Background: an optimization exercise with open tools, aiming at small area and a short achievable clock period. Do not read the settings as production practice.
RTL that was checked went through simulation tests only; none was proved equivalent to the original.

Setup of old:
==> flow/design.v <==
module eqController #(
    parameter int ADDR_WIDTH     = 6,
    parameter int GAIN_FRAC_BITS = 14
) (
    input  logic                  S_AXI_ACLK,
    input  logic                  S_AXI_ARESETN,
    input  logic                  wr,
    input  logic [ADDR_WIDTH-1:0] wrAddr,
    input  logic [31:0]           wrData,
    output logic                  adcReq,
    output logic [15:0]           adcCmd,
    input  logic                  adcAck,
    input  logic [15:0]           adcData,
    output logic                  dacReq,
    output logic [31:0]           dacWord,
    input  logic                  dacAck
);
    logic        enable;
    logic [15:0] gain0, gain1;
    logic        rst;
    logic        weEn, weG0, weG1;
    logic [15:0] gainIn;
    assign rst    = !S_AXI_ARESETN;
    assign weEn   = rst | (wr && wrAddr == ADDR_WIDTH'(4));
    assign weG0   = rst | (wr && wrAddr == ADDR_WIDTH'(6));
    assign weG1   = rst | (wr && wrAddr == ADDR_WIDTH'(7));
    assign gainIn = (wrData[15:0] & {16{~rst}}) | (16'h4000 & {16{rst}});
    always_ff @(posedge S_AXI_ACLK) begin
        if (weEn) enable <= wrData[0] & ~rst;
        if (weG0) gain0  <= gainIn;
        if (weG1) gain1  <= gainIn;
    end
    localparam logic [3:0] S_IDLE = 4'd0;
    localparam logic [3:0] S_AREQ = 4'd1;
    localparam logic [3:0] S_AREL = 4'd2;
    localparam logic [3:0] S_C0   = 4'd3;
    localparam logic [3:0] S_C1   = 4'd4;
    localparam logic [3:0] S_C2   = 4'd5;
    localparam logic [3:0] S_C3   = 4'd6;
    localparam logic [3:0] S_DREQ = 4'd7;
    localparam logic [3:0] S_DREL = 4'd8;
    localparam logic [3:0] S_N1   = 4'd9;
    localparam logic [3:0] S_NX   = 4'd10;
    logic [3:0] state;
    logic       chan;
    always_ff @(posedge S_AXI_ACLK) begin
        if (!S_AXI_ARESETN) begin
            state <= S_IDLE;
            chan  <= 1'b0;
        end else begin
            case (state)
                S_IDLE: if (enable) state <= S_AREQ;
                S_AREQ: if (adcAck) state <= S_AREL;
                S_AREL: if (!adcAck) state <= S_C0;
                S_C0:   state <= S_C1;
                S_C1:   state <= S_C2;
                S_C2:   state <= S_C3;
                S_C3:   state <= S_DREQ;
                S_DREQ: if (dacAck) state <= S_DREL;
                S_DREL: if (!dacAck) state <= S_N1;
                S_N1: begin
                    state <= S_NX;
                    chan  <= !chan;
                end
                S_NX:   state <= enable ? S_AREQ : S_IDLE;
                default: state <= S_IDLE;
            endcase
        end
    end
    assign adcReq = (state == S_AREQ);
    assign dacReq = (state == S_DREQ);
    logic [15:0] s;
    logic [16:0] sx;
    always_ff @(posedge S_AXI_ACLK) s <= {~adcData[15], adcData[14:0]};
    assign sx = {s[15], s};
    logic        hit;
    logic [15:0] gSel;
    logic [5:0]  gNextLo;
    assign hit     = wr && (wrAddr == ADDR_WIDTH'({5'd3, chan}));
    assign gSel    = chan ? gain1 : gain0;
    assign gNextLo = hit ? wrData[5:0] : gSel[5:0];
    logic [4:0] gT;
    always_ff @(posedge S_AXI_ACLK) gT <= gSel[15:11];
    logic [6:0] win;
    always_comb begin
        case (state)
            S_C0:    win = {gNextLo, 1'b0};
            S_C1:    win = gSel[11:5];
            default: win = {gT[4], gT[4], gT};
        endcase
    end
    logic [2:0] dNeg, dOne, dTwo;
    always_ff @(posedge S_AXI_ACLK) begin
        for (int k = 0; k < 3; k++) begin
            logic [2:0] w;
            w = win[2*k +: 3];
            dNeg[k] <= w[2] & ~(w[1] & w[0]);
            dOne[k] <= w[1] ^ w[0];
            dTwo[k] <= (w[2] & ~w[1] & ~w[0]) | (~w[2] & w[1] & w[0]);
        end
    end
    logic [16:0] p0, p1, p2;
    assign p0 = (({17{dOne[0]}} & sx) | ({17{dTwo[0]}} & {sx[15:0], 1'b0})) ^ {17{dNeg[0]}};
    assign p1 = (({17{dOne[1]}} & sx) | ({17{dTwo[1]}} & {sx[15:0], 1'b0})) ^ {17{dNeg[1]}};
    assign p2 = (({17{dOne[2]}} & sx) | ({17{dTwo[2]}} & {sx[15:0], 1'b0})) ^ {17{dNeg[2]}};
    logic [19:0] acc;
    logic        first;
    logic [15:0] A;
    logic        Ahi;
    logic        cIn;
    always_ff @(posedge S_AXI_ACLK) first <= (state == S_C0);    
    always_comb begin
        A      = acc[19:4] & {16{~first}};
        A[4]   = first ? dNeg[2] : acc[8];
        A[10]  = first ? (gSel[11] & ~(gSel[10] & gSel[9])) : acc[14];
        Ahi    = ~A[15];
    end
    assign cIn = cHi & ~first;
    wire t0 = A[0] ^ p0[0];
    wire t1 = t0 ^ dNeg[0];
    wire t2 = t0 ? dNeg[0] : A[0];
    wire t3 = A[1] ^ p0[1];
    wire t4 = A[1] & p0[1];
    wire t5 = A[2] ^ p0[2];
    wire t6 = t5 ? p1[0] : A[2];
    wire t7 = t5 ^ p1[0] ^ dNeg[1];
    wire t8 = ~t7 & dNeg[1];
    wire t9 = A[3] ^ p0[3];
    wire t10 = t9 ? p1[1] : A[3];
    wire t11 = t9 ^ p1[1] ^ cIn;
    wire t12 = t11 ^ t6;
    wire t13 = t11 ? t6 : cIn;
    wire t14 = A[4] ^ p0[4];
    wire t15 = t14 ? p1[2] : A[4];
    wire t16 = t14 ^ p1[2] ^ p2[0];
    wire t17 = t16 ^ t10;
    wire t18 = t16 ? t10 : p2[0];
    wire t19 = A[5] ^ p0[5];
    wire t20 = t19 ? p1[3] : A[5];
    wire t21 = t19 ^ p1[3] ^ p2[1];
    wire t22 = t21 ^ t15;
    wire t23 = t21 ? t15 : p2[1];
    wire t24 = A[6] ^ p0[6];
    wire t25 = t24 ? p1[4] : A[6];
    wire t26 = t24 ^ p1[4] ^ p2[2];
    wire t27 = t26 ^ t20;
    wire t28 = t26 ? t20 : p2[2];
    wire t29 = A[7] ^ p0[7];
    wire t30 = t29 ? p1[5] : A[7];
    wire t31 = t29 ^ p1[5] ^ p2[3];
    wire t32 = t31 ^ t25;
    wire t33 = t31 ? t25 : p2[3];
    wire t34 = A[8] ^ p0[8];
    wire t35 = t34 ? p1[6] : A[8];
    wire t36 = t34 ^ p1[6] ^ p2[4];
    wire t37 = t36 ^ t30;
    wire t38 = t36 ? t30 : p2[4];
    wire t39 = A[9] ^ p0[9];
    wire t40 = t39 ? p1[7] : A[9];
    wire t41 = t39 ^ p1[7] ^ p2[5];
    wire t42 = t41 ^ t35;
    wire t43 = t41 ? t35 : p2[5];
    wire t44 = A[10] ^ p0[10];
    wire t45 = t44 ? p1[8] : A[10];
    wire t46 = t44 ^ p1[8] ^ p2[6];
    wire t47 = t46 ^ t40;
    wire t48 = t46 ? t40 : p2[6];
    wire t49 = A[11] ^ p0[11];
    wire t50 = t49 ? p1[9] : A[11];
    wire t51 = t49 ^ p1[9] ^ p2[7];
    wire t52 = t51 ^ t45;
    wire t53 = t51 ? t45 : p2[7];
    wire t54 = A[12] ^ p0[12];
    wire t55 = t54 ? p1[10] : A[12];
    wire t56 = t54 ^ p1[10] ^ p2[8];
    wire t57 = t56 ^ t50;
    wire t58 = t56 ? t50 : p2[8];
    wire t59 = A[13] ^ p0[13];
    wire t60 = t59 ? p1[11] : A[13];
    wire t61 = t59 ^ p1[11] ^ p2[9];
    wire t62 = t61 ^ t55;
    wire t63 = t61 ? t55 : p2[9];
    wire t64 = A[14] ^ p0[14];
    wire t65 = t64 ? p1[12] : A[14];
    wire t66 = t64 ^ p1[12] ^ p2[10];
    wire t67 = t66 ^ t60;
    wire t68 = t66 ? t60 : p2[10];
    wire t69 = A[15] ^ p0[15];
    wire t70 = t69 ? p1[13] : A[15];
    wire t71 = t69 ^ p1[13] ^ p2[11];
    wire t72 = t71 ^ t65;
    wire t73 = t71 ? t65 : p2[11];
    wire t74 = Ahi ^ ~p0[16];
    wire t75 = t74 ? p1[14] : Ahi;
    wire t76 = t74 ^ p1[14] ^ p2[12];
    wire t77 = t76 ^ t70;
    wire t78 = t76 ? t70 : p2[12];
    wire t79 = p2[13] ^ ~p1[15];
    wire t80 = t79 ^ t75;
    wire t81 = t79 ? t75 : p2[13];
    wire t82 = ~p1[16] ^ p2[14];
    wire t83 = t82 ^ p1[15];
    wire t84 = t82 ? p1[15] : ~p1[16];
    wire [21:0] csaX = {1'b1, ~p2[16], ~p2[15], t83, t80, t77, t72, t67, t62, t57, t52, t47, t42, t37, t32, t27, t22, t17, t12, t7, t3, t1};
    wire [21:0] csaY = {1'b0, p2[15], t84, t81, t78, t73, t68, t63, t58, t53, t48, t43, t38, t33, t28, t23, t18, t13, t8, t4, t2, 1'b0};
    logic [9:0]  sumLo;
    logic [12:0] sumHi;
    logic        cHi;
    assign sumLo = {1'b0, csaX[8:0]} + {1'b0, csaY[8:0]};
    assign sumHi = csaX[21:9] + csaY[21:9];
    always_ff @(posedge S_AXI_ACLK) begin
        if (state == S_C1 || state == S_C2 || state == S_C3) begin
            acc <= {sumHi, sumLo[8:2]};
            cHi <= sumLo[9];
        end
    end
    logic [17:0] r;
    logic        ovf;
    logic [15:0] code;
    assign r    = {acc[17:7] + 11'(cHi), acc[6:0]};
    assign ovf  = (r[17] != r[16]) || (r[17] != r[15]);
    assign code = ovf ? {16{~r[17]}} : {~r[15], r[14:0]};
    assign adcCmd  = {1'b1, chan, 14'd0};
    assign dacWord = {15'h0018, chan, code};
endmodule
export LEC_CHECK = 0
export ABC_AREA = 0
export CAP_MARGIN = 0
export CORE_MARGIN = 2
export CORE_UTILIZATION = 55
export CTS_BUF_LIST = sky130_fd_sc_hd__clkbuf_4 sky130_fd_sc_hd__clkbuf_8
export PLACE_DENSITY = 0.75
export SETUP_SLACK_MARGIN = 3.25
export SLEW_MARGIN = 0
export TNS_END_PERCENT = 5
create_clock -name core_clock -period 7.0 [get_ports {S_AXI_ACLK}]
standard.sh (not shown) runs the stock make flow with config.mk's settings and CLKGATE_MAP_FILE= SYNTH_SCRIPT=/design/flow/synth_recipe.tcl, a recipe that flattens the netlist after the stock synthesis.
==> flow/flow/run.sh <==
#!/bin/bash
# The standard layout (standard.sh), with every input port buffered by a buf_1 cell
# and every output port by a buf_2 cell, instead of the delay buffer buffer_ports
# picks by default. The buffers are placed by flow/ports.tcl, sourced just before
# global placement, where the standard flow would call buffer_ports.
export DONT_BUFFER_PORTS=1
export PRE_GLOBAL_PLACE_TCL="$PWD/flow/ports.tcl"
bash standard.sh > standard.log 2>&1
==> flow/flow/ports.tcl <==
# Port buffers, as the standard flow's buffer_ports, with chosen cells.
puts "Perform port buffering (flow/ports.tcl)..."
buffer_ports -inputs -buffer_cell sky130_fd_sc_hd__buf_1
buffer_ports -outputs -buffer_cell sky130_fd_sc_hd__buf_2
The inputs of new differ from those of old as listed below.
--- a/flow/design.v
+++ b/flow/design.v
@@ -107,7 +107,6 @@
     logic        first;
     logic [15:0] A;
     logic        Ahi;
-    logic        cIn;
     always_ff @(posedge S_AXI_ACLK) first <= (state == S_C0);    
     always_comb begin
         A      = acc[19:4] & {16{~first}};
@@ -115,7 +114,6 @@
         A[10]  = first ? (gSel[11] & ~(gSel[10] & gSel[9])) : acc[14];
         Ahi    = ~A[15];
     end
-    assign cIn = cHi & ~first;
     wire t0 = A[0] ^ p0[0];
     wire t1 = t0 ^ dNeg[0];
     wire t2 = t0 ? dNeg[0] : A[0];
@@ -127,9 +125,9 @@
     wire t8 = ~t7 & dNeg[1];
     wire t9 = A[3] ^ p0[3];
     wire t10 = t9 ? p1[1] : A[3];
-    wire t11 = t9 ^ p1[1] ^ cIn;
+    wire t11 = t9 ^ p1[1];
     wire t12 = t11 ^ t6;
-    wire t13 = t11 ? t6 : cIn;
+    wire t13 = t11 & t6;
     wire t14 = A[4] ^ p0[4];
     wire t15 = t14 ? p1[2] : A[4];
     wire t16 = t14 ^ p1[2] ^ p2[0];
@@ -203,23 +201,15 @@
     wire t84 = t82 ? p1[15] : ~p1[16];
     wire [21:0] csaX = {1'b1, ~p2[16], ~p2[15], t83, t80, t77, t72, t67, t62, t57, t52, t47, t42, t37, t32, t27, t22, t17, t12, t7, t3, t1};
     wire [21:0] csaY = {1'b0, p2[15], t84, t81, t78, t73, t68, t63, t58, t53, t48, t43, t38, t33, t28, t23, t18, t13, t8, t4, t2, 1'b0};
-    logic [9:0]  sumLo;
-    logic [12:0] sumHi;
-    logic        cHi;
-    assign sumLo = {1'b0, csaX[8:0]} + {1'b0, csaY[8:0]};
-    assign sumHi = csaX[21:9] + csaY[21:9];
-    always_ff @(posedge S_AXI_ACLK) begin
-        if (state == S_C1 || state == S_C2 || state == S_C3) begin
-            acc <= {sumHi, sumLo[8:2]};
-            cHi <= sumLo[9];
-        end
-    end
-    logic [17:0] r;
+    logic [21:0] sum;
+    assign sum = csaX + csaY;
+    always_ff @(posedge S_AXI_ACLK) begin
+        if (state == S_C1 || state == S_C2 || state == S_C3) acc <= sum[21:2];
+    end
     logic        ovf;
     logic [15:0] code;
-    assign r    = {acc[17:7] + 11'(cHi), acc[6:0]};
-    assign ovf  = (r[17] != r[16]) || (r[17] != r[15]);
-    assign code = ovf ? {16{~r[17]}} : {~r[15], r[14:0]};
+    assign ovf  = (acc[17] != acc[16]) || (acc[17] != acc[15]);
+    assign code = ovf ? {16{~acc[17]}} : {~acc[15], acc[14:0]};
     assign adcCmd  = {1'b1, chan, 14'd0};
     assign dacWord = {15'h0018, chan, code};
 endmodule
--- outcome ---
- Delta(data required time of the critical path, new - old) > 0
- Diff old -> new: weighted congestion reported at the end of routability-driven placement increased by 5.3% relative to the old numbers, stage delay of the slowest cell on the critical path increased 0.15 ns.
- Summary: with old as the reference, wire length of the first global-routing pass in new moved up by a few percent.
- Compared with old, new improves cell area.
- Relative to old, the post-route core utilization of new is lower by 0.73 points.
- In the metrics for new and old, the one carrying the lower buffer count from post-CTS setup fixing is new.
- old ended up with dacWord[2] as its termination of the worst setup path; new ended up with acc[18].
- Relative to old, setup slack has increased by 0.19 ns in new.
- old → new: minimum period implied by the final worst setup slack has decreased, wire length after detailed routing has increased, achievable frequency has increased, number of gates on the worst path with buffers counted has increased.
For old, only the layout was checked, not whether the RTL still works.

separate check: timing with driven ports:
The flow's constraints put no driver on any port. The routed layouts listed below were extracted and timed again, unchanged, in two steps. Step 1 sets driving cells, clkbuf_16 on the clock port and buf_2 on the other inputs (assumed; they add their load-dependent delay and slew). Step 2 adds t to the input delays and takes it off the output delays; t is the mean of the earliest and latest rising clock arrival at the registers after step 1. Input paths then give back, and output paths get back, about the clock's delay inside the block. Slacks: ideal / step 1 / step 2; pairs: ideal / step 1.
| run | shift t [ns] | setup slack, ns | slew at the worst register clock pin (ns) | cell pins on the clock port's net |
|---|---|---|---|---|
| old | 0.417 | 3.252 / 3.218 / 3.444 | 0.10 / 0.10 | 1 |
| new | 0.389 | 3.439 / 3.439 / 3.439 | 0.10 / 0.10 | 1 |
After both steps every run listed still meets setup and hold.
